Context: an optimization exercise on an open-source flow, tuned for a short achievable clock period and few clock cycles. The choices shown serve that exercise and are no tape-out recipe.
At most, simulation tests tie the RTL to the original design; equivalence was not proved.
No functional check of the RTL was part of run 2.
In every run shown here, the design's own scripts or RTL, not TritonCTS, make the clock network.
The clock port is modelled as an ideal driver, which makes a skipped or thinned clock tree look cheaper than it is; a real chip needs a root buffer or a tree.
Power and IR drop assume default switching activity.

==> flow/design.v (outline; a module is shown in full before it is edited, if it fits) <==
// module fetch_stage: 85 lines
// module predict_unit: 23 lines
// module register_file: 55 lines
// module read_select: 14 lines
// module c_inv: 3 lines
// module c_buf: 3 lines
// module c_nand2: 3 lines
// module c_nor2: 3 lines
// module c_xor2: 3 lines
// module c_xnor2: 3 lines
// module c_andn: 3 lines
// module c_orn: 3 lines
// module c_aoi21: 3 lines
// module c_oai21: 3 lines
// module c_aoi22: 4 lines
// module c_aoi222: 4 lines
// module c_nand3: 3 lines
// module c_nand4: 3 lines
// module c_nor4: 3 lines
// module c_mux2: 3 lines
// module ks_add: 37 lines
// module ks_core: 70 lines
// module execute_stage: 122 lines
// module kind_logic: 13 lines
// module fwd_select: 16 lines
// module m_select: 28 lines
// module sum_is_zero: 38 lines
// module cmp_half32: 28 lines
// module cmp_eq32: 32 lines
// module branch_check: 59 lines
// module processor: 383 lines
module processor (
    input  logic  clock,
    input  logic  rst_n,
    output cpu_pkg::addr_t fetch_address,
    input  cpu_pkg::word_t instruction,
    output cpu_pkg::addr_t memory_address,
    output logic  memory_read,
    output logic  memory_write,
    output cpu_pkg::word_t memory_write_data,
    input  cpu_pkg::word_t memory_read_data
);
  // ...
==> flow/flow/run.sh <==
#!/bin/bash
# The standard ORFS layout (standard.sh), with these changes to how it works:
# - timing repair aims 7.3 ns below the 10 ns clock (SETUP_SLACK_MARGIN; the
#   SDC is unchanged, the margin only sets how far repair_timing goes);
# - before the clock tree is built, the flip-flops that drive the store data,
#   memory_read and memory_write outputs are moved next to their output buffers
#   (flow/pre_cts.tcl, through the PRE_CTS_TCL hook; placement is then legalised);
# - the clock tree is built by flow/mycts.tcl: four root buffers at the clock
#   port, each driving four middle buffers, each driving leaf buffers over
#   balanced clusters of about 14 flip-flops, instead of TritonCTS's tree.
set -uo pipefail
here=$(pwd)
export SETUP_SLACK_MARGIN=7.3
export PRE_CTS_TCL=$here/flow/pre_cts.tcl
export MYCTS_PER_LEAF=14
export MYCTS_NMID=16
export PULL_OUTPUT_FLOPS="m_wdata* m_rd* m_store*"
bash standard.sh > make_flow.log 2>&1
==> flow/flow/mycts.tcl <==
set ::mycts_nmid 0
set ::mycts_iters 0
# Two-level clock tree: leaf clkbuf_16s over grid clusters of flops,
# NROOT root clkbuf_16s each driving a group of leaves, fed by the clock port.
proc mycts_build { {per_leaf 30} {nroot 4} {bufname sky130_fd_sc_hd__clkbuf_16} } {
  set block [ord::get_db_block]
  set db [ord::get_db]
  set master [$db findMaster $bufname]
  set clk_bterm [$block findBTerm clock]
  set clk_net [$clk_bterm getNet]
  # sinks: all instance pins on the clock net
  set sinks {}
  foreach it [$clk_net getITerms] {
    set inst [$it getInst]
    set bb [$inst getBBox]
    set x [expr {([$bb xMin] + [$bb xMax]) / 2}]
    set y [expr {([$bb yMin] + [$bb yMax]) / 2}]
    lappend sinks [list $it $x $y]
  }
  set n [llength $sinks]
  set nleaf [expr {int(ceil(double($n) / $per_leaf))}]
  # grid: ncol columns, nrow rows, ncol*nrow >= nleaf
  set ncol [expr {int(round(sqrt($nleaf)))}]
  if {$ncol < 1} { set ncol 1 }
  set nrow [expr {int(ceil(double($nleaf) / $ncol))}]
  set sx [lsort -integer -index 1 $sinks]
  set clusters {}
  set percol [expr {double($n) / $ncol}]
  for {set c 0} {$c < $ncol} {incr c} {
    set lo [expr {int(round($c * $percol))}]
    set hi [expr {int(round(($c + 1) * $percol)) - 1}]
    set col [lsort -integer -index 2 [lrange $sx $lo $hi]]
    set m [llength $col]
    set perrow [expr {double($m) / $nrow}]
    for {set r 0} {$r < $nrow} {incr r} {
      set lo2 [expr {int(round($r * $perrow))}]
      set hi2 [expr {int(round(($r + 1) * $perrow)) - 1}]
      if {$hi2 >= $lo2} { lappend clusters [lrange $col $lo2 $hi2] }
    }
  }
  # refine with k-means (Lloyd), keeping the grid clusters as the start
  set cent {}
  foreach cl $clusters {
    set sxs 0; set sys 0
    foreach s $cl { set sxs [expr {$sxs + [lindex $s 1]}]; set sys [expr {$sys + [lindex $s 2]}] }
    lappend cent [list [expr {$sxs / [llength $cl]}] [expr {$sys / [llength $cl]}]]
  }
  set K [llength $cent]
  for {set iter 0} {$iter < $::mycts_iters} {incr iter} {
    set new [lrepeat $K {}]
    foreach s $sinks {
      set bx [lindex $s 1]; set by [lindex $s 2]
      set best 0; set bd 1e30
      for {set j 0} {$j < $K} {incr j} {
        set c [lindex $cent $j]
        set d [expr {abs($bx - [lindex $c 0]) + abs($by - [lindex $c 1])}]
        if {$d < $bd} { set bd $d; set best $j }
      }
      lset new $best [concat [lindex $new $best] [list $s]]
    }
    set cent {}
    set clusters {}
    foreach cl $new {
      if {[llength $cl] == 0} continue
      set sxs 0; set sys 0
      foreach s $cl { set sxs [expr {$sxs + [lindex $s 1]}]; set sys [expr {$sys + [lindex $s 2]}] }
      lappend cent [list [expr {$sxs / [llength $cl]}] [expr {$sys / [llength $cl]}]]
      lappend clusters $cl
    }
    set K [llength $cent]
  }
  # leaves
  set leaves {}
  set k 0
  foreach cl $clusters {
    set sxs 0; set sys 0
    foreach s $cl { set sxs [expr {$sxs + [lindex $s 1]}]; set sys [expr {$sys + [lindex $s 2]}] }
    set cx [expr {$sxs / [llength $cl]}]; set cy [expr {$sys / [llength $cl]}]
    set inst [odb::dbInst_create $block $master "clkleaf_$k"]
    $inst setLocation $cx $cy
    $inst setPlacementStatus PLACED
    $inst setSourceType TIMING
    set net [odb::dbNet_create $block "clknet_leaf_$k"]
    $net setSigType CLOCK
    [$inst findITerm X] connect $net
    foreach s $cl {
      set it [lindex $s 0]
      $it disconnect
      $it connect $net
    }
    lappend leaves [list $inst $cx $cy]
    incr k
  }
  # optional middle level: NMID buffers, each driving a grid group of leaves
  if {$::mycts_nmid > 0} {
    set mids {}
    set lx [lsort -integer -index 1 $leaves]
    set nl [llength $lx]
    set mc [expr {int(round(sqrt($::mycts_nmid)))}]
    set mr [expr {$::mycts_nmid / $mc}]
    set perc [expr {double($nl) / $mc}]
    set mi 0
    for {set c 0} {$c < $mc} {incr c} {
      set lo [expr {int(round($c * $perc))}]
      set hi [expr {int(round(($c + 1) * $perc)) - 1}]
      set col [lsort -integer -index 2 [lrange $lx $lo $hi]]
      set m [llength $col]
      set perr [expr {double($m) / $mr}]
      for {set q 0} {$q < $mr} {incr q} {
        set lo2 [expr {int(round($q * $perr))}]
        set hi2 [expr {int(round(($q + 1) * $perr)) - 1}]
        set grp [lrange $col $lo2 $hi2]
        if {[llength $grp] == 0} continue
        set sxs 0; set sys 0
        foreach l $grp { set sxs [expr {$sxs + [lindex $l 1]}]; set sys [expr {$sys + [lindex $l 2]}] }
        set cx [expr {$sxs / [llength $grp]}]; set cy [expr {$sys / [llength $grp]}]
        set inst [odb::dbInst_create $block $master "clkmid_$mi"]
        $inst setLocation $cx $cy
        $inst setPlacementStatus PLACED
        $inst setSourceType TIMING
        set net [odb::dbNet_create $block "clknet_mid_$mi"]
        $net setSigType CLOCK
        [$inst findITerm X] connect $net
        foreach l $grp { [[lindex $l 0] findITerm A] connect $net }
        lappend mids [list $inst $cx $cy]
        incr mi
      }
    }
    set leaves $mids
  }
  # roots: split leaves into nroot groups (columns of leaves sorted by x, then y)
  set lx [lsort -integer -index 1 $leaves]
  set nl [llength $lx]
  set rc [expr {int(round(sqrt($nroot)))}]
  set rr [expr {$nroot / $rc}]
  set perc [expr {double($nl) / $rc}]
  set r 0
  for {set c 0} {$c < $rc} {incr c} {
    set lo [expr {int(round($c * $perc))}]
    set hi [expr {int(round(($c + 1) * $perc)) - 1}]
    set col [lsort -integer -index 2 [lrange $lx $lo $hi]]
    set m [llength $col]
    set perr [expr {double($m) / $rr}]
    for {set q 0} {$q < $rr} {incr q} {
      set lo2 [expr {int(round($q * $perr))}]
      set hi2 [expr {int(round(($q + 1) * $perr)) - 1}]
      set grp [lrange $col $lo2 $hi2]
      set sxs 0; set sys 0
      foreach l $grp { set sxs [expr {$sxs + [lindex $l 1]}]; set sys [expr {$sys + [lindex $l 2]}] }
      set cx [expr {$sxs / [llength $grp]}]; set cy [expr {$sys / [llength $grp]}]
      set inst [odb::dbInst_create $block $master "clkroot_$r"]
      $inst setLocation $cx $cy
      $inst setPlacementStatus PLACED
      $inst setSourceType TIMING
      set net [odb::dbNet_create $block "clknet_root_$r"]
      $net setSigType CLOCK
      [$inst findITerm X] connect $net
      foreach l $grp { [[lindex $l 0] findITerm A] connect $net }
      [$inst findITerm A] connect $clk_net
      incr r
    }
  }
  $clk_net setSigType CLOCK
  puts "mycts: $n sinks, [llength $leaves] leaves, $r roots"
}

# Move each flip-flop that drives an output port (through the port's buffer)
# next to that buffer, for the flip-flops whose names match one of the
# patterns; the caller legalises the placement afterwards.
proc pull_output_flops { patterns } {
  set block [ord::get_db_block]
  set n 0
  foreach bt [$block getBTerms] {
    if {[$bt getIoType] != "OUTPUT"} continue
    set net [$bt getNet]
    if {$net == "NULL"} continue
    set drv ""
    foreach it [$net getITerms] { if {[$it isOutputSignal]} { set drv $it } }
    if {$drv == ""} continue
    set buf [$drv getInst]
    set in_net ""
    foreach it [$buf getITerms] { if {[$it isInputSignal]} { set in_net [$it getNet] } }
    if {$in_net == "" || $in_net == "NULL"} continue
    set ff ""
    foreach it [$in_net getITerms] { if {[$it isOutputSignal]} { set ff [$it getInst] } }
    if {$ff == ""} continue
    if {![string match "sky130_fd_sc_hd__df*" [[$ff getMaster] getName]]} continue
    set name [$ff getName]
    set hit 0
    foreach p $patterns { if {[string match $p $name]} { set hit 1 } }
    if {!$hit} continue
    set loc [$buf getLocation]
    $ff setLocation [lindex $loc 0] [lindex $loc 1]
    $ff setPlacementStatus PLACED
    incr n
  }
  puts "pull_output_flops: moved $n flip-flops"
}
==> flow/flow/pre_cts.tcl <==
# PRE_CTS hook: optionally move output flip-flops next to their output
# buffers, then build the clock tree here (mycts.tcl) and make the flow's own
# clock_tree_synthesis call a no-op. The rest of the CTS step (placement
# legalisation, timing repair) runs as usual.
source [file join [file dirname [info script]] mycts.tcl]
set ::mycts_iters 0
set ::mycts_nmid $::env(MYCTS_NMID)
if {[info exists ::env(PULL_OUTPUT_FLOPS)] && $::env(PULL_OUTPUT_FLOPS) != ""} {
  pull_output_flops $::env(PULL_OUTPUT_FLOPS)
  detailed_placement
}
mycts_build $::env(MYCTS_PER_LEAF) 4
set_propagated_clock [all_clocks]
rename clock_tree_synthesis ""
proc clock_tree_synthesis {args} { puts "clock_tree_synthesis skipped: tree built by mycts" }
==> flow/standard.sh <==
#!/bin/bash
# synth_recipe.tcl (not shown) runs the flow's synth.tcl, then flattens the netlist and writes it again
# the make line also repeats each setting of config.mk as NAME=value (left out here)
make -C /OpenROAD-flow-scripts/flow DESIGN_CONFIG=/design/flow/config.mk WORK_HOME=/design/flow/orfs CLKGATE_MAP_FILE= SYNTH_SCRIPT=/design/flow/synth_recipe.tcl "${@:-finish}"
==> flow/config.mk <==
export PLATFORM = sky130hd
export DESIGN_NAME = processor
export DESIGN_NICKNAME = processor
export VERILOG_FILES = /design/flow/design.v
export SDC_FILE = /design/flow/constraint.sdc
export NUM_CORES = 8
export LEC_CHECK = 0
export CAP_MARGIN = 20
export CORE_MARGIN = 2
export CORE_UTILIZATION = 50
export SLEW_MARGIN = 20
export SYNTH_HIERARCHICAL = 1
export SYNTH_MINIMUM_KEEP_SIZE = 0
==> flow/constraint.sdc <==
create_clock -name core_clock -period 10.0 [get_ports {clock}]
set_input_delay 2.0000 -clock core_clock [delete_from_list [all_inputs] [get_ports {clock}]]
set_output_delay 2.0000 -clock core_clock [all_outputs]
set_load 0.01 [all_outputs]
==> impl_summary.txt, run 1 <==
----------------------------------------------------
[Setup path]
  Launching element of the worst setup path ... m_addr[16]
  Maximum fanout along the worst path ... 1
  Element type at the critical path start ... flip-flop
  Worst EP required ... roughly 8.0 ns
  Worst R2R Path Depth ... 15
  Kind of cell adding the most delay to the critical path ... flip-flops
  Data arrival time at the worst-slack endpoint ... 1.16 ns

[Power and ir drop]
  Portion of total power attributed to the clock network ... between 30% and 40%
  Power attributed to the clock group ... 6.01 mW
  Sequential share of power ... 53.0%
  Internal Pwr Total ... roughly 13 mW
  Max power group ... registers
  Largest voltage drop on the vdd net ... ~130 µV
  Total power ... 16.9 mW

[GRT]
  Antenna violations before repair ... 18
  Global Route met2 Usage ... 55.0%
  Pin count of the biggest net entering global routing ... 68
  Gr busiest metal ... met2

[Detailed routing]
  Routed length on met1 ... between 150 and 200 mm
  Vias ... 80,128
  DR pass1 iterations ... 10
  Drt via density ... ~6.5
  Routed length on met2 ... 174 mm
  Antenna violation net count after detailed routing ... 0

[Hold path]
  Hold EP ... m_kind[15]
  Class of the tightest hold or removal check ... flip-flop to flip-flop
  Worst Hold Launch ... e_kind[15]

[Status]
  Outcome ... complete, no violations

[Placed design]
  Placed Area ... 108,000 µm²
  Cell count after placement ... 11,685

[Timing]
  Setup repair after global routing missed its margin ... true

[CTS]
  # Post-CTS Setup Buffers ... about 240

[Synthesis]
  Cells after Synth ... 9,124
  Count of synthesis-stage warnings from yosys ... 9

[Cells and area]
  Largest register by flop count ... register_file_inst.regs
  Inserted Diodes ... 8
  Final layout net count ... 9,681
  Flip-flop count of the largest register, all copies and words added ... a little under 1,000
  Sequential portion of the cell area ... 41.2%

----------------------------------------------------
Testbench counts, summed over its fixed seeds: cycles 34,950.
==> module read_select, before the edit <==
module read_select (
    input  logic [4:0]  idx,
    input  logic        m_wr,
    input  logic [4:0]  m_dst,
    input  logic [31:1] valid_next,
    output logic [31:0] sel
);
    logic byp;
    assign byp = m_wr && m_dst == idx;
    always_comb begin
        sel[0] = byp;
        for (int i = 1; i < 32; i++) sel[i] = (idx == 5'(i)) && !byp && valid_next[i];
    end
endmodule
==> run 2, diff against run 1 <==
--- a/flow/design.v
+++ b/flow/design.v
@@ -193,12 +193,28 @@
     input  logic [31:1] valid_next,
     output logic [31:0] sel
 );
-    logic byp;
-    assign byp = m_wr && m_dst == idx;
+    logic [3:0]  hi;
+    logic [7:0]  lo;
+    logic [31:1] en;
+    logic [4:0]  same;
+    logic        s01, s234;
     always_comb begin
-        sel[0] = byp;
-        for (int i = 1; i < 32; i++) sel[i] = (idx == 5'(i)) && !byp && valid_next[i];
+        for (int j = 0; j < 4; j++) hi[j] = (idx[4:3] == 2'(j));
+        for (int k = 0; k < 8; k++) lo[k] = (idx[2:0] == 3'(k));
+        for (int i = 1; i < 32; i++) en[i] = valid_next[i] && !(m_wr && m_dst == 5'(i));
     end
+    genvar i;
+    generate
+        for (i = 1; i < 32; i++) begin : g_sel
+            c_and3 u (.a(hi[i/8]), .b(lo[i%8]), .c(en[i]), .y(sel[i]));
+        end
+        for (i = 0; i < 5; i++) begin : g_same
+            c_xnor2 u (.a(idx[i]), .b(m_dst[i]), .y(same[i]));
+        end
+    endgenerate
+    c_nand2 u_s01  (.a(same[0]), .b(same[1]), .y(s01));
+    c_nand3 u_s234 (.a(same[2]), .b(same[3]), .c(same[4]), .y(s234));
+    assign sel[0] = m_wr & ~s01 & ~s234;
 endmodule
 `default_nettype wire
 `default_nettype none
@@ -240,6 +256,9 @@
                  input logic c1, input logic c2, output logic y);
     assign y = ~((a1 & a2) | (b1 & b2) | (c1 & c2));
 endmodule
+module c_and3 (input logic a, input logic b, input logic c, output logic y);
+    assign y = a & b & c;
+endmodule
 module c_nand3 (input logic a, input logic b, input logic c, output logic y);
     assign y = ~(a & b & c);
 endmodule
--- a/flow/flow/run.sh
+++ b/flow/flow/run.sh
@@ -6,13 +6,13 @@
 #   memory_read and memory_write outputs are moved next to their output buffers
 #   (flow/pre_cts.tcl, through the PRE_CTS_TCL hook; placement is then legalised);
 # - the clock tree is built by flow/mycts.tcl: four root buffers at the clock
-#   port, each driving four middle buffers, each driving leaf buffers over
+#   port, each driving about five middle buffers, each driving leaf buffers over
 #   balanced clusters of about 14 flip-flops, instead of TritonCTS's tree.
 set -uo pipefail
 here=$(pwd)
 export SETUP_SLACK_MARGIN=7.3
 export PRE_CTS_TCL=$here/flow/pre_cts.tcl
 export MYCTS_PER_LEAF=14
-export MYCTS_NMID=16
+export MYCTS_NMID=24
 export PULL_OUTPUT_FLOPS="m_wdata* m_rd* m_store*"
 bash standard.sh > make_flow.log 2>&1
--- a/flow/flow/mycts.tcl
+++ b/flow/flow/mycts.tcl
@@ -38,37 +38,9 @@
       if {$hi2 >= $lo2} { lappend clusters [lrange $col $lo2 $hi2] }
     }
   }
-  # refine with k-means (Lloyd), keeping the grid clusters as the start
-  set cent {}
-  foreach cl $clusters {
-    set sxs 0; set sys 0
-    foreach s $cl { set sxs [expr {$sxs + [lindex $s 1]}]; set sys [expr {$sys + [lindex $s 2]}] }
-    lappend cent [list [expr {$sxs / [llength $cl]}] [expr {$sys / [llength $cl]}]]
-  }
-  set K [llength $cent]
-  for {set iter 0} {$iter < $::mycts_iters} {incr iter} {
-    set new [lrepeat $K {}]
-    foreach s $sinks {
-      set bx [lindex $s 1]; set by [lindex $s 2]
-      set best 0; set bd 1e30
-      for {set j 0} {$j < $K} {incr j} {
-        set c [lindex $cent $j]
-        set d [expr {abs($bx - [lindex $c 0]) + abs($by - [lindex $c 1])}]
-        if {$d < $bd} { set bd $d; set best $j }
-      }
-      lset new $best [concat [lindex $new $best] [list $s]]
-    }
-    set cent {}
-    set clusters {}
-    foreach cl $new {
-      if {[llength $cl] == 0} continue
-      set sxs 0; set sys 0
-      foreach s $cl { set sxs [expr {$sxs + [lindex $s 1]}]; set sys [expr {$sys + [lindex $s 2]}] }
-      lappend cent [list [expr {$sxs / [llength $cl]}] [expr {$sys / [llength $cl]}]]
-      lappend clusters $cl
-    }
-    set K [llength $cent]
-  }
+  # refine with capacitated k-means: clusters keep (about) the grid's sizes
+  # while becoming compact
+  if {$::mycts_iters > 0} { set clusters [cap_kmeans $clusters $::mycts_iters] }
   # leaves
   set leaves {}
   set k 0
@@ -164,6 +136,57 @@
   puts "mycts: $n sinks, [llength $leaves] leaves, $r roots"
 }
 
+# Capacitated k-means over items {obj x y}: each cluster holds at most
+# ceil(n / K) items; items are assigned in order of how much they lose by
+# missing their nearest centre.
+proc cap_kmeans { clusters iters } {
+  set items {}
+  foreach cl $clusters { foreach s $cl { lappend items $s } }
+  set n [llength $items]
+  set K [llength $clusters]
+  set cap [expr {int(ceil(double($n) / $K))}]
+  for {set it 0} {$it < $iters} {incr it} {
+    set cent {}
+    foreach cl $clusters {
+      set sx 0; set sy 0
+      foreach s $cl { set sx [expr {$sx + [lindex $s 1]}]; set sy [expr {$sy + [lindex $s 2]}] }
+      lappend cent [list [expr {$sx / [llength $cl]}] [expr {$sy / [llength $cl]}]]
+    }
+    set order {}
+    set idx 0
+    foreach s $items {
+      set x [lindex $s 1]; set y [lindex $s 2]
+      set ds {}
+      set j 0
+      foreach c $cent {
+        lappend ds [list [expr {abs($x - [lindex $c 0]) + abs($y - [lindex $c 1])}] $j]
+        incr j
+      }
+      set ds [lsort -real -index 0 $ds]
+      set regret [expr {[lindex $ds 1 0] - [lindex $ds 0 0]}]
+      lappend order [list $regret $idx $ds]
+      incr idx
+    }
+    set order [lsort -real -decreasing -index 0 $order]
+    set fill [lrepeat $K 0]
+    set new [lrepeat $K {}]
+    foreach o $order {
+      set s [lindex $items [lindex $o 1]]
+      foreach d [lindex $o 2] {
+        set j [lindex $d 1]
+        if {[lindex $fill $j] < $cap} {
+          lset fill $j [expr {[lindex $fill $j] + 1}]
+          lset new $j [concat [lindex $new $j] [list $s]]
+          break
+        }
+      }
+    }
+    set clusters {}
+    foreach cl $new { if {[llength $cl] > 0} { lappend clusters $cl } }
+  }
+  return $clusters
+}
+
 # Move each flip-flop that drives an output port (through the port's buffer)
 # next to that buffer, for the flip-flops whose names match one of the
 # patterns; the caller legalises the placement afterwards.
==> impl_summary.txt, run 2 <==
----------------------------------------------------
[Timing]
  Final setup viols ... 0 (unchanged)
  Final critical-path share of the clock period ... 31.2% (was 31.6%)
  Final number of max-transition violations ... 0 (unchanged)
  Fmax ... 320 MHz (was 317 MHz)
  Final worst path period need ... 3.12 ns (was 3.16 ns)
  Setup repair after global routing missed its margin ... true (unchanged)
  Final number of hold-violating endpoints ... 0 (unchanged)
  Sum Neg Setup Slack ... 0 ns (unchanged)
  Worst setup skew after layout ... 0.0803 ns (was 0.112 ns)
  Relative max-transition margin ... 27.4% (was 16.8%)
  Worst hold slack across all endpoints ... 0.303 ns (was 0.260 ns)
  Actual transition at the worst max-transition pin ... 1.09 ns (was 1.25 ns)

[Die]
  Core region area ... 205,000 µm² (was 204,000 µm²)
  Horizontal die dimension ... 458 µm (was 457 µm)
  Die Ht ... 458 µm (was 457 µm)
  Initial cell density of the core ... 50.3% (about the same)
  Count of boundary I/O pins ... 164 (unchanged)
  Total die area ... 210,000 µm² (was 209,000 µm²)
  Rows ... 166 (unchanged)

[Power and ir drop]
  Leakage power ... 43.4 nW (was 43.0 nW)
  Sequential share of power ... 52.6% (was 53.0%)
  Largest voltage drop on the vdd net ... 104 µV (was 131 µV)
  Portion of total power attributed to the clock network ... 35.9% (was 35.5%)
  Power density over the cells ... 137 nW/µm² (about the same)
  Net switching power ... 4.35 mW (was 4.31 mW)
  Combinational share of power ... 11.5% (about the same)
  Fraction of power spent switching nets ... 25.5% (was 25.4%)
  Internal Pwr Total ... 12.7 mW (was 12.6 mW)

[GRT]
  Pin count of the biggest net entering global routing ... 74 (was 68)
  Wire length of the first global-routing pass ... 573 mm (was 574 mm)
  Via count of the first global-routing pass ... 77,368 (was 77,109)
  Global-route congestion overflow total ... 0 (unchanged)
  Antenna violations before repair ... 29 (was 18)
  GRT Util Overall ... 37.7% (about the same)

[Setup path]
  Critical path class ... flip-flop to output pin (unchanged)
  Master of the slowest instance on the critical path ... sky130_fd_sc_hd__dfxtp_4 (unchanged)
  Cell-by-cell listing of the critical path ... buf_6 (unchanged)
  Worst R2R Path Depth ... 18 (was 15)
  Worst EP required ... 8.00 ns (about the same)
  Maximum cell stage delay along the critical path ... 0.37 ns (about the same)
  Worst path buffer plus inverter count ... 1 (unchanged)
  Kind of cell adding the most delay to the critical path ... flip-flops (unchanged)
  Element type at the critical path start ... flip-flop (unchanged)
  Kind of end point of the critical path ... output pin (unchanged)
  Maximum fanout along the worst path ... 1 (unchanged)
  Data arrival time at the worst-slack endpoint ... 1.12 ns (was 1.16 ns)
  Instance count on the critical path ... 1 (unchanged)

[Detailed routing]
  DR pass1 iterations ... 8 (was 10)
  Final WL ... 413 mm (about the same)
  Drt via density ... 6.47 (was 6.51)
  # DRC ... 0 (unchanged)
  Antenna violation net count after detailed routing ... 0 (unchanged)
  First DRT Iteration DRCs ... 8,681 (was 10,046)
  Average routed wire per standard cell ... 33.4 µm (was 33.5 µm)
  Vias ... 80,078 (was 80,128)

[Cells and area]
  Flip-flop count of the largest register, all copies and words added ... 992 (unchanged)
  Largest registers ... register_file_inst.regs: 992 flops, d_rs_sel: 128 flops, d_rt_sel: 128 flops (unchanged)
  Commonest cells after routing, fill and taps aside ... 1,522 x sky130_fd_sc_hd__a22oi_2, 992 x sky130_fd_sc_hd__edfxtp_1, 855 x sky130_fd_sc_hd__nand2_1 (was 1,522 x sky130_fd_sc_hd__a22oi_2, 992 x sky130_fd_sc_hd__edfxtp_1, 825 x sky130_fd_sc_hd__nand2_1)
  Layout Utilization ... 60.9% (was 60.7%)
  Finished Layout Cells ... 12,375 (was 12,306)
  Fraction of final layout cells with drive strength greater than 1 ... 49.1% (was 48.3%)
  Final instance area ... 125,000 µm² (was 124,000 µm²)
  Most common cell after layout, fill and taps aside ... sky130_fd_sc_hd__a22oi_2 (unchanged)
  Final layout net count ... 9,738 (was 9,681)
  Largest register by flop count ... register_file_inst.regs (unchanged)
  Area added between synthesis and finish ... 21.1% (was 20.7%)

[Synthesis]
  Syn Area/Cell ... 11.3 µm² (about the same)
  Count of synthesis-stage warnings from yosys ... 9 (unchanged)
  Cell area after synthesis ... 103,000 µm² (about the same)
  Cells after Synth ... 9,146 (was 9,124)

[Hold path]
  Class of the tightest hold or removal check ... flip-flop to flip-flop (unchanged)
  Hold Crit Depth ... 0 (unchanged)

[Placed design]
  GP Congestion ... 1.01 (was 0.995)
  Detailed-placement wirelength estimate ... 293 mm (was 294 mm)
  Placed Area ... 108,000 µm² (about the same)
  Port Buf Inserts ... 163 (unchanged)
  Cell count after placement ... 11,723 (was 11,685)

[CTS]
  Clock transition at the register clock pins on the worst setup and hold paths after CTS ... 0.08 ns (about the same)
  Clock latency (worst-skew pair) ... 0.64 ns (was 0.68 ns)

[Job]
  Max cap viols ... 0 (unchanged)

[Status]
  Outcome ... complete, no violations (unchanged)

----------------------------------------------------
==> run 2: worst register-to-register path, stage by stage, from the launching register on <==
cell	delay, ns
sky130_fd_sc_hd__dfxtp_4	0.40
sky130_fd_sc_hd__a22oi_2	0.18
sky130_fd_sc_hd__nand2_2	0.15
sky130_fd_sc_hd__xnor2_2	0.18
sky130_fd_sc_hd__nand2_1	0.08
sky130_fd_sc_hd__nor2_2	0.14
sky130_fd_sc_hd__nand2_2	0.12
sky130_fd_sc_hd__nor2_4	0.31
sky130_fd_sc_hd__nand2_4	0.20
sky130_fd_sc_hd__buf_6	0.16
sky130_fd_sc_hd__a22oi_2	0.18
sky130_fd_sc_hd__nand3_2	0.14
sky130_fd_sc_hd__nor2_4	0.26
sky130_fd_sc_hd__nand2_4	0.12
sky130_fd_sc_hd__inv_4	0.11
sky130_fd_sc_hd__nand2_1	0.06
sky130_fd_sc_hd__nand2_1	0.09
sky130_fd_sc_hd__nand2_1	0.07
sky130_fd_sc_hd__nand2_1	0.06
==> run 2: routing by layer <==
layer / up-vias / part of all wire, % / global-route usage [%]
met3: 909 / 9.6 / 9.30
li1: 34456 / - / -
met4: 12 / 5.8 / 17.6
met2: 4213 / 44 / 57.5
met5: - / 0.059 / 0
met1: 40488 / 41 / 50.3
==> run 2: final timing paths <==
path / slack, ns / start / endpoint
hold reg to reg: 0.30 / e_kind[12] / m_kind[12]
hold / removal: 0.30 / e_kind[12] / m_kind[12]
setup / recovery: 6.88 / m_addr[16] / memory_address[16]
setup reg to reg: 6.89 / m_ls[26] / pc_out[18]
max in group asynchronous: 7.96 / rst_n / m_load
min in group asynchronous: 1.61 / rst_n / register_file_inst.valid[17]
==> run 2: area by class of cell, clock buffers not listed <==
type,count,area (µm²)
diodes,20,50.0
fillers,16406,79900
inverters,494,2270
multi-input cells,6235,55600
flip-flops and latches,2021,51200
well taps,2688,3360
repair buffers,734,7660
repair inverters,3,32.5
==> run 2: per-stage QoR <==
stage,total power [mW],setup WS (ns)
5_1_grt,17.5,6.87
3_3_place_gp,10.5,5.00
2_1_floorplan,9.94,6.61
6_report,17.1,6.88
3_5_place_dp,10.6,5.11
4_1_cts,16.9,6.86
==> run 2: timing repair <==
item                                    in CTS  in global routing
endpoints found under the setup margin    1045                641
hold buffers                                 0                  0
gates resized for setup                   2115                857
pin swaps                                  394                480
setup buffers                              261                178
cloned                                      11                  2
==> run 2: power by group through the flow <==
stage               registers (mW)  logic, mW  clock network [mW]
floorplan                     9.07      0.863                   0
global placement              9.14       1.41                   0
detailed placement            9.14       1.41                   0
CTS                           8.96       1.73                6.19
global route                  8.97       2.04                6.48
finish                        8.97       1.96                6.13
==> module execute_stage, before the edit <==
module execute_stage (
    input  logic [31:0] e_a,           
    input  logic [31:0] e_b,           
    input  logic [31:0] e_t,           
    input  logic [31:0] m_res,         
    input  logic [31:0] m_res2,        
    input  logic [31:0] ld,            
    input  logic [31:0] w_val,         
    input  logic [31:0] m_n,           
    input  logic [31:0] m_la,
    input  logic [31:0] m_ls,
    input  logic [31:0] m_lr,
    input  logic        m_sltb,
    input  logic [3:0][6:0] fa_c,      
    input  logic [3:0][6:0] fb_c,      
    input  logic [3:0][7:0] fx_c,      
    input  logic [3:0]  ft,            
    input  logic [4:0]  op_n,
    input  logic [6:0]  op_l,
    input  logic [1:0]  op_ll,
    input  logic        addr_l,        
    input  logic        sl_a,          
    output logic [31:0] result,        
    output logic [31:0] s_la,          
    output logic [31:0] s_ls,          
    output logic [31:0] s_lr,          
    output logic        slt_l,         
    output logic [31:0] addr,          
    output logic [31:0] rt_val         
);
    logic [31:0] a, b, x;
    logic [31:0] s_add, s_sub;
    logic [31:0] p_add, p_sub, p_la, p_ls, p_lr;
    logic [31:0] c_add, c_sub, c_la, c_ls, c_lr;
    genvar i;
    generate
        for (i = 0; i < 32; i++) begin : g_fwd
            logic a0, a1, a2, a3, b0, b1, b2, b3, x0, x1, x2, x3, t0, t1;
            logic [6:0] fa, fb;
            logic [7:0] fx;
            assign fa = fa_c[i/8];
            assign fb = fb_c[i/8];
            assign fx = fx_c[i/8];
            c_aoi22 u_a0 (.a1(fa[0]), .a2(e_a[i]), .b1(fa[1]), .b2(m_n[i]), .y(a0));
            c_aoi22 u_a1 (.a1(fa[2]), .a2(m_la[i]), .b1(fa[3]), .b2(m_ls[i]), .y(a1));
            c_aoi22 u_a2 (.a1(fa[4]), .a2(m_lr[i]), .b1(fa[6]), .b2(w_val[i]), .y(a2));
            c_aoi22 u_b0 (.a1(fb[0]), .a2(e_b[i]), .b1(fb[1]), .b2(m_n[i]), .y(b0));
            c_aoi22 u_b1 (.a1(fb[2]), .a2(m_la[i]), .b1(fb[3]), .b2(m_ls[i]), .y(b1));
            c_aoi22 u_b2 (.a1(fb[4]), .a2(m_lr[i]), .b1(fb[6]), .b2(w_val[i]), .y(b2));
            c_aoi22 u_x0 (.a1(fx[0]), .a2(e_a[i]), .b1(fx[1]), .b2(e_b[i]), .y(x0));
            c_aoi22 u_x1 (.a1(fx[2]), .a2(m_n[i]), .b1(fx[3]), .b2(m_la[i]), .y(x1));
            c_aoi22 u_x2 (.a1(fx[4]), .a2(m_ls[i]), .b1(fx[5]), .b2(m_lr[i]), .y(x2));
            if (i == 0) begin : g_m0
                c_nand2 u_a3 (.a(fa[5]), .b(m_sltb), .y(a3));
                c_nand2 u_b3 (.a(fb[5]), .b(m_sltb), .y(b3));
                c_aoi22 u_x3 (.a1(fx[6]), .a2(m_sltb), .b1(fx[7]), .b2(w_val[i]), .y(x3));
                c_nand4 u_a (.a(a0), .b(a1), .c(a2), .d(a3), .y(a[i]));
                c_nand4 u_b (.a(b0), .b(b1), .c(b2), .d(b3), .y(b[i]));
            end else begin : g_mn
                c_nand2 u_x3 (.a(fx[7]), .b(w_val[i]), .y(x3));
                c_nand3 u_a (.a(a0), .b(a1), .c(a2), .y(a[i]));
                c_nand3 u_b (.a(b0), .b(b1), .c(b2), .y(b[i]));
            end
            c_nand4 u_x (.a(x0), .b(x1), .c(x2), .d(x3), .y(x[i]));
            c_aoi22  u_t0 (.a1(ft[0]), .a2(e_t[i]), .b1(ft[3]), .b2(w_val[i]), .y(t0));
            c_aoi22  u_t1 (.a1(ft[1]), .a2(m_res2[i]), .b1(ft[2]), .b2(ld[i]), .y(t1));
            c_nand2  u_t  (.a(t0), .b(t1), .y(rt_val[i]));
        end
    endgenerate
    ks_add #(.W(32), .SUB(1'b0)) u_add (.x(a),  .y(b),  .s(s_add), .p0(p_add), .cn(c_add));
    ks_add #(.W(32), .SUB(1'b1)) u_sub (.x(a),  .y(b),  .s(s_sub), .p0(p_sub), .cn(c_sub));
    logic [31:0] l_nand, l_nor, l_orn, l_andn;
    generate
        for (i = 0; i < 32; i++) begin : g_lpg
            c_nand2 u_a (.a(ld[i]), .b(x[i]), .y(l_nand[i]));
            c_nor2  u_o (.a(ld[i]), .b(x[i]), .y(l_nor[i]));
            c_orn   u_g (.a(ld[i]), .b(x[i]), .y(l_orn[i]));
            c_andn  u_t (.a(ld[i]), .b(x[i]), .y(l_andn[i]));
            c_xor2  u_p (.a(ld[i]), .b(x[i]), .y(p_la[i]));
            c_inv   u_q (.a(p_la[i]), .y(p_ls[i]));
        end
    endgenerate
    assign p_lr = p_ls;
    ks_core #(.W(32), .CIN(1'b0), .G0INV(1'b1)) u_la (.g0(l_nand), .t0(l_nor), .p0(p_la),
                                                      .s(s_la), .cn(c_la));
    ks_core #(.W(32), .CIN(1'b1), .G0INV(1'b1)) u_ls (.g0(l_orn), .t0(l_andn), .p0(p_ls),
                                                      .s(s_ls), .cn(c_ls));
    ks_core #(.W(32), .CIN(1'b1), .G0INV(1'b0)) u_lr (.g0(l_andn), .t0(l_orn), .p0(p_lr),
                                                      .s(s_lr), .cn(c_lr));
    logic en_n;
    assign en_n  = op_n[4] & ~p_add[31];
    logic en_sa, en_sb, slt_e_n, slt_c_n;
    assign en_sa   = ~p_la[31] & sl_a;
    assign en_sb   = ~p_la[31] & ~sl_a;
    assign slt_e_n = ~(p_la[31] & (sl_a ? ld[31] : x[31]));
    c_aoi22 u_sltc (.a1(en_sa), .a2(c_ls[31]), .b1(en_sb), .b2(c_lr[31]), .y(slt_c_n));
    c_nand2 u_slt  (.a(slt_c_n), .b(slt_e_n), .y(slt_l));
    logic addr_ln;
    c_inv u_aln (.a(addr_l), .y(addr_ln));
    generate
        for (i = 0; i < 32; i++) begin : g_res
            logic y_n, y_e, m_l, m_n;
            c_aoi22 u_yn  (.a1(op_n[0]), .a2(s_add[i]), .b1(op_n[1]), .b2(s_sub[i]), .y(y_n));
            if (i == 0) begin : g_b0
                logic y_sn;
                assign y_e = ~((op_n[2] & a[i] & b[i]) | (op_n[3] & (a[i] | b[i])) |
                               (op_l[3] & ~l_nand[i]) | (op_l[4] & ~l_nor[i]) |
                               (op_n[4] & p_add[31] & a[31]));
                c_nand2 u_ysn (.a(en_n), .b(c_sub[31]), .y(y_sn));
                c_nand3 u_r   (.a(y_n), .b(y_e), .c(y_sn), .y(result[i]));
            end else begin : g_bn
                assign y_e = ~((op_n[2] & a[i] & b[i]) | (op_n[3] & (a[i] | b[i])) |
                               (op_l[3] & ~l_nand[i]) | (op_l[4] & ~l_nor[i]) |
                               (op_ll[0] & ld[i-1]));
                c_nand2 u_r (.a(y_n), .b(y_e), .y(result[i]));
            end
            c_nand2 u_ml (.a(addr_l), .b(s_la[i]), .y(m_l));
            c_nand2 u_mn (.a(addr_ln), .b(s_add[i]), .y(m_n));
            c_nand2 u_m  (.a(m_l), .b(m_n), .y(addr[i]));
        end
    endgenerate
endmodule
==> module branch_check, before the edit <==
module branch_check (
    input  logic [31:0] e_a,
    input  logic [31:0] e_b,
    input  logic [31:0] m_res,
    input  logic [31:0] ld,
    input  logic [31:0] w_val,
    input  logic [5:0]  sel_eq,
    input  logic [5:0]  sel_ne,
    input  logic        sel_same,
    input  logic [2:0]  x_sel,
    input  logic        sel_l_eq,
    input  logic        sel_l_ne,
    output logic [7:0]  mis_if_leq,
    output logic [7:0]  mis_if_lne,
    output logic [7:0]  mis_if_leq_n,
    output logic [7:0]  mis_if_lne_n,
    output logic [7:0]  eq_l,
    output logic [7:0]  ne_l
);
    logic [5:0]  eq, ne;
    logic [31:0] x;
    logic [3:0][1:0] half;
    cmp_eq32 u_c0 (.a(e_a),   .b(e_b),   .eq(eq[0]), .ne(ne[0]));
    cmp_eq32 u_c1 (.a(e_a),   .b(m_res), .eq(eq[1]), .ne(ne[1]));
    cmp_eq32 u_c2 (.a(e_a),   .b(w_val), .eq(eq[2]), .ne(ne[2]));
    cmp_eq32 u_c3 (.a(m_res), .b(e_b),   .eq(eq[3]), .ne(ne[3]));
    cmp_eq32 u_c4 (.a(m_res), .b(w_val), .eq(eq[4]), .ne(ne[4]));
    cmp_eq32 u_c5 (.a(w_val), .b(e_b),   .eq(eq[5]), .ne(ne[5]));
    logic keep_eq, keep_ne;    
    assign keep_eq = !(sel_same || sel_l_eq);
    assign keep_ne = !(sel_same || sel_l_ne);
    genvar i;
    generate
        for (i = 0; i < 8; i++) begin : g_early
            logic [5:0] t;
            logic       u0, u1, e_n;
            for (genvar k = 0; k < 6; k++) begin : g_t
                c_aoi22 u (.a1(sel_eq[k]), .a2(eq[k]), .b1(sel_ne[k]), .b2(ne[k]), .y(t[k]));
            end
            c_nand3 u_0 (.a(t[0]), .b(t[1]), .c(t[2]), .y(u0));
            c_nand3 u_1 (.a(t[3]), .b(t[4]), .c(t[5]), .y(u1));
            c_nor2  u_e (.a(u0), .b(u1), .y(e_n));      
            c_nand2 u_q (.a(e_n), .b(keep_eq), .y(mis_if_leq[i]));
            c_nand2 u_r (.a(e_n), .b(keep_ne), .y(mis_if_lne[i]));
            c_inv   u_qn (.a(mis_if_leq[i]), .y(mis_if_leq_n[i]));
            c_inv   u_rn (.a(mis_if_lne[i]), .y(mis_if_lne_n[i]));
        end
    endgenerate
    assign x = ({32{x_sel[0]}} & e_a) | ({32{x_sel[1]}} & e_b) | ({32{x_sel[2]}} & w_val);
    cmp_half32 u_cl (.a(ld), .b(x), .half(half));
    generate
        for (i = 0; i < 8; i++) begin : g_out
            logic eq_n;
            c_nand2 u_ne (.a(half[i/2][0]), .b(half[i/2][1]), .y(ne_l[i]));
            c_nand2 u_en (.a(half[i/2][0]), .b(half[i/2][1]), .y(eq_n));
            c_inv   u_eq (.a(eq_n), .y(eq_l[i]));
        end
    endgenerate
endmodule
==> module processor, before the edit <==
module processor (
    input  logic  clock,
    input  logic  rst_n,
    output cpu_pkg::addr_t fetch_address,
    input  cpu_pkg::word_t instruction,
    output cpu_pkg::addr_t memory_address,
    output logic  memory_read,
    output logic  memory_write,
    output cpu_pkg::word_t memory_write_data,
    input  cpu_pkg::word_t memory_read_data
);
    logic [31:0] pc;                  
    logic        d_valid;
    logic [4:0]  d_rs, d_rt, d_dst;
    logic        d_wr, d_lw, d_sw, d_beq, d_bne, d_use_imm, d_addiu;
    logic [31:0] d_imm;
    logic [4:0]  d_op;
    logic        d_pred, d_redirect;
    logic [31:0] d_tgt;
    logic [3:0][31:0] d_rs_sel, d_rt_sel;   
    logic [31:0] e_a, e_b, e_t;
    logic [3:0][6:0] e_fa, e_fb;       
    logic [3:0][7:0] e_fx;
    logic [3:0]  e_ft;
    logic [4:0]  e_op_n;
    logic [6:0]  e_op_l;
    logic [1:0]  e_op_ll;
    logic        e_addr_l;
    logic [7:0][4:0] e_kind;           
    logic        e_sl_a;
    logic        e_wr, e_load, e_store;
    logic [5:0]  e_mis_eq, e_mis_ne;   
    logic        e_mis_same, e_mis_l_eq, e_mis_l_ne;
    logic [2:0]  e_x_sel;
    logic [4:0]  e_dst;
    logic [31:0] e_alt;                
    logic [31:0] m_n, m_la, m_ls, m_lr;             
    logic        m_sltb;
    logic [7:0][4:0] m_kind;                        
    logic [31:0] m_res, m_res2;                     
    logic [31:0] m_addr, m_wdata;
    logic        m_wr, m_load, m_rd, m_store;
    logic [4:0]  m_dst;
    logic [31:0] w_val;                
    logic [31:0] w_rf;                 
    logic        w_wr;
    logic [4:0]  w_dst;
    logic [31:0] pc_plus4;
    assign pc_plus4      = pc + 32'd4;
    logic [31:0] pc_out;               
    assign fetch_address = pc_out;
    logic [4:0]  f_rs, f_rt, f_dst, f_op;
    logic        f_wr, f_uses_rs, f_uses_rt_e, f_lw, f_lw0, f_sw, f_beq, f_bne, f_use_imm;
    logic        f_j, f_addiu, f_br_r0;
    logic [31:0] f_imm, f_sx, f_tgt;
    logic        f_pred_static, f_redirect_static, f_pred, f_redirect;
    fetch_stage fetch_stage_inst (
        .ins       (instruction),
        .pc        (pc),
        .pc_plus4  (pc_plus4),
        .rs        (f_rs),
        .rt        (f_rt),
        .dst       (f_dst),
        .wr        (f_wr),
        .uses_rs   (f_uses_rs),
        .uses_rt_e (f_uses_rt_e),
        .lw        (f_lw),
        .lw0       (f_lw0),
        .sw        (f_sw),
        .beq       (f_beq),
        .bne       (f_bne),
        .j         (f_j),
        .addiu     (f_addiu),
        .br_r0     (f_br_r0),
        .use_imm   (f_use_imm),
        .imm       (f_imm),
        .sx        (f_sx),
        .alu_op    (f_op),
        .pred      (f_pred_static),
        .redirect  (f_redirect_static),
        .target    (f_tgt)
    );
    logic [31:0]      n_rs_sel1, n_rt_sel1;
    logic [3:0][31:0] n_rs_sel, n_rt_sel;
    logic [31:1]      rf_valid_next;
    read_select u_rs_sel (.idx(f_rs), .m_wr(m_wr), .m_dst(m_dst), .valid_next(rf_valid_next),
                          .sel(n_rs_sel1));
    read_select u_rt_sel (.idx(f_rt), .m_wr(m_wr), .m_dst(m_dst), .valid_next(rf_valid_next),
                          .sel(n_rt_sel1));
    generate
        for (genvar k = 0; k < 4; k++) begin : g_rsel
            for (genvar j = 0; j < 32; j++) begin : g_b
                c_buf u_s (.a(n_rs_sel1[j]), .y(n_rs_sel[k][j]));
                c_buf u_t (.a(n_rt_sel1[j]), .y(n_rt_sel[k][j]));
            end
        end
    endgenerate
    logic       mispredict;
    logic [7:0] mis_if_leq, mis_if_lne, mis_if_leq_n, mis_if_lne_n;
    logic [7:0] eq_l, ne_l;       
    logic [31:0] rs_val, rt_val_d;
    register_file register_file_inst (
        .clock      (clock),
        .rst_n      (rst_n),
        .rs_sel     (d_rs_sel),
        .rt_sel     (d_rt_sel),
        .rs_data    (rs_val),
        .rt_data    (rt_val_d),
        .valid_next (rf_valid_next),
        .write_idx  (w_dst),
        .write_data (~w_rf),
        .write_en   (w_wr)
    );
    logic e_hit_rs, e_hit_rt;
    logic a_r, a_m, a_l, a_w, b_r, b_m, b_l, b_w;
    assign e_hit_rs = e_wr && e_dst == d_rs;
    assign e_hit_rt = e_wr && e_dst == d_rt;
    assign a_m = e_hit_rs && !e_load;
    assign a_l = e_hit_rs && e_load;
    assign a_w = !e_hit_rs && m_wr && m_dst == d_rs;
    assign a_r = !e_hit_rs && !a_w;
    assign b_m = e_hit_rt && !e_load;
    assign b_l = e_hit_rt && e_load;
    assign b_w = !e_hit_rt && m_wr && m_dst == d_rt;
    assign b_r = !e_hit_rt && !b_w;
    logic bl, only_a, only_b, both_l, none_l;
    logic op_add, op_sub, op_and, op_or, op_slt;
    assign {op_slt, op_or, op_and, op_sub, op_add} = d_op;
    assign bl     = b_l && !d_use_imm;
    assign none_l = !a_l && !bl;
    assign only_a = a_l && !bl;
    assign only_b = !a_l && bl;
    assign both_l = a_l && bl;
    logic [4:0] kind_e;
    assign kind_e = e_kind[0];
    logic [7:0][4:0] kind_d;    
    generate
        for (genvar k = 0; k < 8; k++) begin : g_kind
            kind_logic u (.only_a(only_a), .only_b(only_b), .op_add(op_add), .op_sub(op_sub),
                          .op_slt(op_slt), .kind(kind_d[k]));
        end
    endgenerate
    logic [3:0][6:0] fa_d, fb_d;
    logic [3:0][7:0] fx_d;
    generate
        for (genvar k = 0; k < 4; k++) begin : g_fsel
            fwd_select u (.a_r(a_r), .a_m(a_m), .a_l(a_l), .a_w(a_w), .b_r(b_r), .b_m(b_m),
                          .b_l(b_l), .b_w(b_w), .kind(kind_e), .use_imm(d_use_imm),
                          .only_a(only_a), .only_b(only_b), .fa(fa_d[k]), .fb(fb_d[k]),
                          .fx(fx_d[k]));
        end
    endgenerate
    logic       mis_if_eq, mis_if_ne;
    logic [5:0] pair;
    logic [2:0] x_sel;
    assign pair  = {a_w && b_r,
                    (a_m && b_w) || (a_w && b_m),
                    a_m && b_r,
                    a_r && b_w,
                    a_r && b_m,
                    a_r && b_r};
    assign x_sel = {(a_l && b_w) || (a_w && b_l), a_l && b_r, a_r && b_l};
    assign mis_if_eq = d_valid && (d_beq ? !d_pred : d_bne && d_pred);
    assign mis_if_ne = d_valid && (d_beq ? d_pred : d_bne && !d_pred);
    logic ai_zero, pred_z1, pred_z0, redir_z1, redir_z0;
    sum_is_zero sum_is_zero_inst (.a(rs_val), .b(d_imm), .z(ai_zero));
    predict_unit predict_unit_inst (
        .op         (instruction[31:26]),
        .rs         (f_rs),
        .rt         (f_rt),
        .imm_neg    (instruction[15]),
        .d_dst      (d_dst),
        .d_addiu_ok (d_valid && d_addiu && d_wr && a_r),
        .pred_z1    (pred_z1),
        .pred_z0    (pred_z0),
        .redir_z1   (redir_z1),
        .redir_z0   (redir_z0)
    );
    logic ai_nz, pq1, pq0, rq1, rq0;
    c_inv   u_nz  (.a(ai_zero), .y(ai_nz));
    c_nand2 u_pq1 (.a(ai_zero), .b(pred_z1), .y(pq1));
    c_nand2 u_pq0 (.a(ai_nz), .b(pred_z0), .y(pq0));
    c_nand2 u_pr  (.a(pq1), .b(pq0), .y(f_pred));
    c_nand2 u_rq1 (.a(ai_zero), .b(redir_z1), .y(rq1));
    c_nand2 u_rq0 (.a(ai_nz), .b(redir_z0), .y(rq0));
    c_nand2 u_rr  (.a(rq1), .b(rq0), .y(f_redirect));
    logic [31:0] pc_seq, pc_alt;
    assign pc_seq = !rst_n ? RESET_PC : (d_valid && d_redirect) ? d_tgt : pc_plus4;
    assign pc_alt = !rst_n ? RESET_PC : e_alt;
    always_ff @(posedge clock or negedge rst_n) begin
        if (!rst_n) begin
            d_valid <= 1'b0;
        end else begin
            d_valid <= !mispredict;
        end
    end
    logic [31:0] pc_next, pc_out_next;
    genvar gi;
    generate
        for (gi = 0; gi < 32; gi++) begin : g_pc
            logic p1, p0, n1, n0;
            logic q1a, q1s, q0a, q0s;
            c_nand2 u_q1a (.a(mis_if_leq[gi / 4]), .b(pc_alt[gi]), .y(q1a));
            c_nand2 u_q1s (.a(mis_if_leq_n[gi / 4]), .b(pc_seq[gi]), .y(q1s));
            c_nand2 u_p1  (.a(q1a), .b(q1s), .y(p1));
            c_nand2 u_q0a (.a(mis_if_lne[gi / 4]), .b(pc_alt[gi]), .y(q0a));
            c_nand2 u_q0s (.a(mis_if_lne_n[gi / 4]), .b(pc_seq[gi]), .y(q0s));
            c_nand2 u_p0  (.a(q0a), .b(q0s), .y(p0));
            c_nand2 u_1 (.a(eq_l[gi / 4]), .b(p1), .y(n1));
            c_nand2 u_0 (.a(ne_l[gi / 4]), .b(p0), .y(n0));
            c_nand2 u_p (.a(n1), .b(n0), .y(pc_next[gi]));
            c_nand2 u_o (.a(n1), .b(n0), .y(pc_out_next[gi]));
        end
    endgenerate
    always_ff @(posedge clock) begin
        pc     <= pc_next;
        pc_out <= pc_out_next;
    end
    always_ff @(posedge clock) begin
        d_rs       <= f_rs;
        d_rt       <= f_rt;
        d_dst      <= f_dst;
        d_wr       <= f_wr;
        d_lw       <= f_lw;
        d_sw       <= f_sw;
        d_beq      <= f_beq;
        d_bne      <= f_bne;
        d_addiu    <= f_addiu;
        d_use_imm  <= f_use_imm;
        d_imm      <= f_imm;
        d_op       <= f_op;
        d_pred     <= f_pred;
        d_redirect <= f_redirect;
        d_tgt      <= f_tgt;
        d_rs_sel   <= n_rs_sel;
        d_rt_sel   <= n_rt_sel;
    end
    always_ff @(posedge clock or negedge rst_n) begin
        if (!rst_n) begin
            e_wr    <= 1'b0;
            e_load  <= 1'b0;
            e_store <= 1'b0;
        end else begin
            e_wr    <= d_valid && d_wr;
            e_load  <= d_valid && d_lw;
            e_store <= d_valid && d_sw;
        end
    end
    always_ff @(posedge clock) begin
        e_a        <= rs_val;
        e_b        <= d_use_imm ? d_imm : rt_val_d;
        e_t        <= rt_val_d;
        e_fa       <= fa_d;
        e_fb       <= fb_d;
        e_fx       <= fx_d;
        e_ft       <= {b_w, b_l, b_m, b_r};
        e_op_n     <= {5{none_l}} & d_op;
        e_op_l     <= {only_a && op_slt, only_b && op_slt,
                       ((only_a || only_b) && op_or) || (both_l && (op_and || op_or)),
                       (only_a || only_b) && op_and, only_b && op_sub, only_a && op_sub,
                       (only_a || only_b) && op_add};
        e_op_ll    <= {1'b0, both_l && op_add};    
        e_addr_l   <= only_a;
        e_kind     <= kind_d;
        e_sl_a     <= only_a;
        e_mis_eq   <= {6{mis_if_eq}} & pair;
        e_mis_ne   <= {6{mis_if_ne}} & pair;
        e_x_sel    <= x_sel;
        e_mis_l_eq <= mis_if_eq && (|x_sel);
        e_mis_l_ne <= mis_if_ne && (|x_sel);
        e_mis_same <= mis_if_eq && ((a_m && b_m) || (a_l && b_l) || (a_w && b_w));
        e_dst      <= d_dst;
        e_alt      <= d_pred ? pc_plus4 : d_tgt;
    end
    logic [31:0] alu_result, alu_la, alu_ls, alu_lr, alu_addr, rt_fwd;
    logic        alu_slt_l;
    m_select m_select_inst (
        .kind  (m_kind),
        .r_n   (m_n),
        .r_la  (m_la),
        .r_ls  (m_ls),
        .r_lr  (m_lr),
        .r_slt (m_sltb),
        .v     (m_res),
        .v2    (m_res2)
    );
    execute_stage execute_stage_inst (
        .e_a    (e_a),
        .e_b    (e_b),
        .e_t    (e_t),
        .m_res  (m_res),
        .ld     (memory_read_data),
        .w_val  (w_val),
        .fa_c   (e_fa),
        .fb_c   (e_fb),
        .fx_c   (e_fx),
        .ft     (e_ft),
        .op_n   (e_op_n),
        .op_l   (e_op_l),
        .op_ll  (e_op_ll),
        .addr_l (e_addr_l),
        .m_res2 (m_res2),
        .m_n    (m_n),
        .m_la   (m_la),
        .m_ls   (m_ls),
        .m_lr   (m_lr),
        .m_sltb (m_sltb),
        .sl_a   (e_sl_a),
        .result (alu_result),
        .s_la   (alu_la),
        .s_ls   (alu_ls),
        .s_lr   (alu_lr),
        .slt_l  (alu_slt_l),
        .addr   (alu_addr),
        .rt_val (rt_fwd)
    );
    branch_check branch_check_inst (
        .e_a        (e_a),
        .e_b        (e_b),
        .m_res      (m_res2),
        .ld         (memory_read_data),
        .w_val      (w_val),
        .sel_eq     (e_mis_eq),
        .sel_ne     (e_mis_ne),
        .sel_same   (e_mis_same),
        .x_sel      (e_x_sel),
        .sel_l_eq   (e_mis_l_eq),
        .sel_l_ne   (e_mis_l_ne),
        .mis_if_leq (mis_if_leq),
        .mis_if_lne (mis_if_lne),
        .mis_if_leq_n (mis_if_leq_n),
        .mis_if_lne_n (mis_if_lne_n),
        .eq_l       (eq_l),
        .ne_l       (ne_l)
    );
    assign mispredict = eq_l[0] ? mis_if_leq[0] : mis_if_lne[0];
    always_ff @(posedge clock or negedge rst_n) begin
        if (!rst_n) begin
            m_wr    <= 1'b0;
            m_load  <= 1'b0;
            m_store <= 1'b0;
        end else begin
            m_wr    <= e_wr;
            m_load  <= e_load;
            m_store <= e_store;
        end
    end
    always_ff @(posedge clock) begin
        m_n     <= alu_result;
        m_la    <= alu_la;
        m_ls    <= alu_ls;
        m_lr    <= alu_lr;
        m_sltb  <= alu_slt_l;
        m_kind  <= e_kind;
        m_addr  <= alu_addr;
        m_rd    <= e_load;
        m_wdata <= rt_fwd;
        m_dst   <= e_dst;
    end
    assign memory_address    = m_addr;
    assign memory_read       = m_rd;
    assign memory_write      = m_store;
    assign memory_write_data = m_wdata;
    always_ff @(posedge clock or negedge rst_n) begin
        if (!rst_n) begin
            w_wr <= 1'b0;
        end else begin
            w_wr <= m_wr;
        end
    end
    logic [31:0] w_val_in, w_rf_in;
    generate
        for (gi = 0; gi < 32; gi++) begin : g_wv
            c_mux2 u_v (.a(m_res2[gi]), .b(memory_read_data[gi]), .s(m_load), .y(w_val_in[gi]));
            c_inv  u_r (.a(w_val_in[gi]), .y(w_rf_in[gi]));
        end
    endgenerate
    always_ff @(posedge clock) begin
        w_val <= w_val_in;
        w_rf  <= w_rf_in;
        w_dst <= m_dst;
    end
endmodule
==> run 3, diff against run 2 <==
--- a/flow/design.v
+++ b/flow/design.v
@@ -406,7 +406,9 @@
     output logic [31:0] s_lr,          
     output logic        slt_l,         
     output logic [31:0] addr,          
-    output logic [31:0] rt_val         
+    output logic [31:0] rt_val,        
+    output logic [31:0] op_a,          
+    output logic [31:0] op_b
 );
     logic [31:0] a, b, x;
     logic [31:0] s_add, s_sub;
@@ -447,6 +449,8 @@
             c_nand2  u_t  (.a(t0), .b(t1), .y(rt_val[i]));
         end
     endgenerate
+    assign op_a = a;
+    assign op_b = b;
     ks_add #(.W(32), .SUB(1'b0)) u_add (.x(a),  .y(b),  .s(s_add), .p0(p_add), .cn(c_add));
     ks_add #(.W(32), .SUB(1'b1)) u_sub (.x(a),  .y(b),  .s(s_sub), .p0(p_sub), .cn(c_sub));
     logic [31:0] l_nand, l_nor, l_orn, l_andn;
@@ -656,13 +660,14 @@
     c_inv   u_eq (.a(ne), .y(eq));
 endmodule
 module branch_check (
+    input  logic [31:0] a,
+    input  logic [31:0] b,
     input  logic [31:0] e_a,
     input  logic [31:0] e_b,
-    input  logic [31:0] m_res,
     input  logic [31:0] ld,
     input  logic [31:0] w_val,
-    input  logic [5:0]  sel_eq,
-    input  logic [5:0]  sel_ne,
+    input  logic        sel_eq,
+    input  logic        sel_ne,
     input  logic        sel_same,
     input  logic [2:0]  x_sel,
     input  logic        sel_l_eq,
@@ -674,31 +679,22 @@
     output logic [7:0]  eq_l,
     output logic [7:0]  ne_l
 );
-    logic [5:0]  eq, ne;
-    logic [31:0] x;
-    logic [3:0][1:0] half;
-    cmp_eq32 u_c0 (.a(e_a),   .b(e_b),   .eq(eq[0]), .ne(ne[0]));
-    cmp_eq32 u_c1 (.a(e_a),   .b(m_res), .eq(eq[1]), .ne(ne[1]));
-    cmp_eq32 u_c2 (.a(e_a),   .b(w_val), .eq(eq[2]), .ne(ne[2]));
-    cmp_eq32 u_c3 (.a(m_res), .b(e_b),   .eq(eq[3]), .ne(ne[3]));
-    cmp_eq32 u_c4 (.a(m_res), .b(w_val), .eq(eq[4]), .ne(ne[4]));
-    cmp_eq32 u_c5 (.a(w_val), .b(e_b),   .eq(eq[5]), .ne(ne[5]));
-    logic keep_eq, keep_ne;    
+    logic [3:0][1:0] h_ab, half;
+    logic [31:0]     x;
+    logic            keep_eq, keep_ne;    
+    cmp_half32 u_cab (.a(a), .b(b), .half(h_ab));
     assign keep_eq = !(sel_same || sel_l_eq);
     assign keep_ne = !(sel_same || sel_l_ne);
     genvar i;
     generate
         for (i = 0; i < 8; i++) begin : g_early
-            logic [5:0] t;
-            logic       u0, u1, e_n;
-            for (genvar k = 0; k < 6; k++) begin : g_t
-                c_aoi22 u (.a1(sel_eq[k]), .a2(eq[k]), .b1(sel_ne[k]), .b2(ne[k]), .y(t[k]));
-            end
-            c_nand3 u_0 (.a(t[0]), .b(t[1]), .c(t[2]), .y(u0));
-            c_nand3 u_1 (.a(t[3]), .b(t[4]), .c(t[5]), .y(u1));
-            c_nor2  u_e (.a(u0), .b(u1), .y(e_n));      
-            c_nand2 u_q (.a(e_n), .b(keep_eq), .y(mis_if_leq[i]));
-            c_nand2 u_r (.a(e_n), .b(keep_ne), .y(mis_if_lne[i]));
+            logic eq_ab_n, eq_ab, ne_ab, t_n, e_n;
+            c_nand2 u_n  (.a(h_ab[i/2][0]), .b(h_ab[i/2][1]), .y(ne_ab));
+            c_nand2 u_n2 (.a(h_ab[i/2][0]), .b(h_ab[i/2][1]), .y(eq_ab_n));
+            c_inv   u_e  (.a(eq_ab_n), .y(eq_ab));
+            c_aoi22 u_t  (.a1(sel_eq), .a2(eq_ab), .b1(sel_ne), .b2(ne_ab), .y(e_n));   
+            c_nand2 u_q  (.a(e_n), .b(keep_eq), .y(mis_if_leq[i]));
+            c_nand2 u_r  (.a(e_n), .b(keep_ne), .y(mis_if_lne[i]));
             c_inv   u_qn (.a(mis_if_leq[i]), .y(mis_if_leq_n[i]));
             c_inv   u_rn (.a(mis_if_lne[i]), .y(mis_if_lne_n[i]));
         end
@@ -748,7 +744,7 @@
     logic [7:0][4:0] e_kind;           
     logic        e_sl_a;
     logic        e_wr, e_load, e_store;
-    logic [5:0]  e_mis_eq, e_mis_ne;   
+    logic        e_mis_eq, e_mis_ne;   
     logic        e_mis_same, e_mis_l_eq, e_mis_l_ne;
     logic [2:0]  e_x_sel;
     logic [4:0]  e_dst;
@@ -870,14 +866,7 @@
         end
     endgenerate
     logic       mis_if_eq, mis_if_ne;
-    logic [5:0] pair;
     logic [2:0] x_sel;
-    assign pair  = {a_w && b_r,
-                    (a_m && b_w) || (a_w && b_m),
-                    a_m && b_r,
-                    a_r && b_w,
-                    a_r && b_m,
-                    a_r && b_r};
     assign x_sel = {(a_l && b_w) || (a_w && b_l), a_l && b_r, a_r && b_l};
     assign mis_if_eq = d_valid && (d_beq ? !d_pred : d_bne && d_pred);
     assign mis_if_ne = d_valid && (d_beq ? d_pred : d_bne && !d_pred);
@@ -982,16 +971,16 @@
         e_addr_l   <= only_a;
         e_kind     <= kind_d;
         e_sl_a     <= only_a;
-        e_mis_eq   <= {6{mis_if_eq}} & pair;
-        e_mis_ne   <= {6{mis_if_ne}} & pair;
+        e_mis_eq   <= mis_if_eq && !a_l && !b_l;
+        e_mis_ne   <= mis_if_ne && !a_l && !b_l;
         e_x_sel    <= x_sel;
         e_mis_l_eq <= mis_if_eq && (|x_sel);
         e_mis_l_ne <= mis_if_ne && (|x_sel);
-        e_mis_same <= mis_if_eq && ((a_m && b_m) || (a_l && b_l) || (a_w && b_w));
+        e_mis_same <= mis_if_eq && a_l && b_l;
         e_dst      <= d_dst;
         e_alt      <= d_pred ? pc_plus4 : d_tgt;
     end
-    logic [31:0] alu_result, alu_la, alu_ls, alu_lr, alu_addr, rt_fwd;
+    logic [31:0] alu_result, alu_la, alu_ls, alu_lr, alu_addr, rt_fwd, op_a, op_b;
     logic        alu_slt_l;
     m_select m_select_inst (
         .kind  (m_kind),
@@ -1031,12 +1020,15 @@
         .s_lr   (alu_lr),
         .slt_l  (alu_slt_l),
         .addr   (alu_addr),
-        .rt_val (rt_fwd)
+        .rt_val (rt_fwd),
+        .op_a   (op_a),
+        .op_b   (op_b)
     );
     branch_check branch_check_inst (
+        .a          (op_a),
+        .b          (op_b),
         .e_a        (e_a),
         .e_b        (e_b),
-        .m_res      (m_res2),
         .ld         (memory_read_data),
         .w_val      (w_val),
         .sel_eq     (e_mis_eq),
==> impl_summary.txt, run 3 <==
----------------------------------------------------
[Placed design]
  Port Buf Inserts ... 163 (unchanged)
  Detailed-placement wirelength estimate ... 279 mm (was 293 mm)
  Setup WS pre-CTS ... 5.24 ns (was 5.11 ns)
  Placed Area ... 105,000 µm² (was 108,000 µm²)
  Cell count after placement ... 11,285 (was 11,723)

[Setup path]
  Worst EP required ... 10.51 ns (was 8.00 ns)
  Maximum cell stage delay along the critical path ... 0.24 ns (was 0.37 ns)
  Cell-by-cell listing of the critical path ... buf_6 > buf_12 > buf_6 > nor2b_4 > buf_12 > buf_6 > a21oi_4 > o21ai_2 > a21oi_2 > o21ai_4 > a21oi_4 > xnor2_2 (was buf_6)
  Worst path buffer plus inverter count ... 5 (was 1)
  Critical path class ... input pin to flip-flop (was flip-flop to output pin)
  R2r startpoint ... e_fb[4] (was m_ls[26])
  Kind of cell adding the most delay to the critical path ... compound AO/OA/AOI/OAI gates (was flip-flops)
  Master of the slowest instance on the critical path ... sky130_fd_sc_hd__a21oi_4 (was sky130_fd_sc_hd__dfxtp_4)

[CTS]
  Clock latency (worst-skew pair) ... 0.64 ns (about the same)
  Clock transition at the register clock pins on the worst setup and hold paths after CTS ... 0.06 ns (was 0.08 ns)

[Timing]
  Final critical-path share of the clock period ... 31.3% (was 31.2%)
  Worst setup skew after layout ... 0.0875 ns (was 0.0803 ns)
  Final worst slack ... 6.87 ns (was 6.88 ns)
  Setup repair after global routing missed its margin ... true (unchanged)
  Relative max-transition margin ... 17.5% (was 27.4%)
  Actual transition at the worst max-transition pin ... 1.24 ns (was 1.09 ns)
  Fmax ... 319 MHz (was 320 MHz)

[Cells and area]
  Sequential cell area ... 50,800 µm² (was 51,200 µm²)
  Count of fill cells added during filler insertion ... 16,300 (was 16,406)
  Finished Layout Cells ... 11,809 (was 12,375)
  Most common cell after layout, fill and taps aside ... sky130_fd_sc_hd__a22oi_2 (unchanged)
  Largest registers ... register_file_inst.regs: 992 flops, d_rs_sel: 128 flops, d_rt_sel: 128 flops (unchanged)
  Flip-flop count of the largest register, all copies and words added ... 992 (unchanged)
  Commonest cells after routing, fill and taps aside ... 1,482 x sky130_fd_sc_hd__a22oi_2, 992 x sky130_fd_sc_hd__edfxtp_1, 887 x sky130_fd_sc_hd__nand2_1 (was 1,522 x sky130_fd_sc_hd__a22oi_2, 992 x sky130_fd_sc_hd__edfxtp_1, 855 x sky130_fd_sc_hd__nand2_1)
  Final layout net count ... 9,207 (was 9,738)
  Fraction of final layout cells with drive strength greater than 1 ... 46.4% (was 49.1%)
  Largest register by flop count ... register_file_inst.regs (unchanged)
  Area added between synthesis and finish ... 19.0% (was 21.1%)

[Power and ir drop]
  Power density over the cells ... 138 nW/µm² (was 137 nW/µm²)
  Leakage power ... 41.3 nW (was 43.4 nW)

[Die]
  Rows ... 164 (was 166)

[Detailed routing]
  Drt via density ... 6.39 (was 6.47)
  First DRT Iteration DRCs ... 8,354 (was 8,681)
  Final WL ... 381 mm (was 413 mm)
  # DRC ... 0 (unchanged)
  Average routed wire per standard cell ... 32.2 µm (was 33.4 µm)
  DR pass1 iterations ... 9 (was 8)

[Hold path]
  Worst Hold Launch ... e_kind[37] (was e_kind[12])

[GRT]
  Global-route congestion overflow total ... 0 (unchanged)
  Antenna violations before repair ... 27 (was 29)

[Synthesis]
  Cell area after synthesis ... 100,000 µm² (was 103,000 µm²)
  Cells after Synth ... 8,749 (was 9,146)

[Status]
  Outcome ... complete, no violations (unchanged)

[Job]
  Max cap viols ... 0 (unchanged)

----------------------------------------------------
## run 3: worst paths after layout
check	cells past startpoint	to	slack, ns
max in group asynchronous	2	d_valid	8.17
worst min register to register	0	m_kind[37]	0.32
min in group asynchronous	1	register_file_inst.valid[10]	1.26
worst max-delay path	12	m_lr[31]	6.87
worst min-delay path	0	m_kind[37]	0.32
worst max register to register	16	pc_out[27]	7.03
## run 3: layer usage
metal,up-vias,GRT usage [%],wire length (µm),part of all wire (%)
li1,32819,-,-,-
met1,38240,50.4,162000,42
met2,3685,54.0,166000,44
met3,716,8.06,35700,9.4
met4,4,13.8,17700,4.6
met5,-,0,56,0.015
## run 3: timing repair
| action | in CTS | in global routing |
|---|---|---|
| hold endpoints to repair | 0 | 0 |
| cloned | 11 | 1 |
| gates resized for setup | 1891 | 587 |
| setup buffers | 218 | 107 |
| setup endpoints to repair | 826 | 523 |
| pin swaps | 308 | 262 |
## run 3: area by class of cell, clock buffers not listed
type	count	share of cell area [%]
timing repair buffer	612	5.42
sequential	2011	42.6
inverter	487	1.81
multi-input combinational	5855	43.8
tap	2656	2.79
timing repair inverter	3	0.0367
antenna	17	0.0357
## run 3: worst register-to-register path, delay by kind of cell (launching register included)
family	cells	cell delay [ns]
AOI/OAI and AO/OA	2	0.52
xor gates and xnor gates	1	0.20
and+or+nand+nor	11	1.43
buffers and inverters	2	0.38
DFF	1	0.40
## run 3: power by group
part	switching, mW	total (mW)	internal [mW]	leakage [nW]
Sequential	0.178	8.90	8.72	16.6
Clock	2.86	5.83	2.97	2.07
Combinational	1.03	1.68	0.643	22.7
Total	4.07	16.4	12.3	41.3
## run 3: through the flow
step	power [mW]	util (%)	hold slack (ns)
after floorplan	9.79	-	0.310
after global placement	10.4	52.8	0.311
after detailed placement	10.4	52.9	0.312
after CTS	16.3	58.1	0.322
after global routing	16.8	59.7	0.318
final	16.4	59.8	0.317
Testbench counts of run 3, summed over its fixed seeds: cycles 34,950.
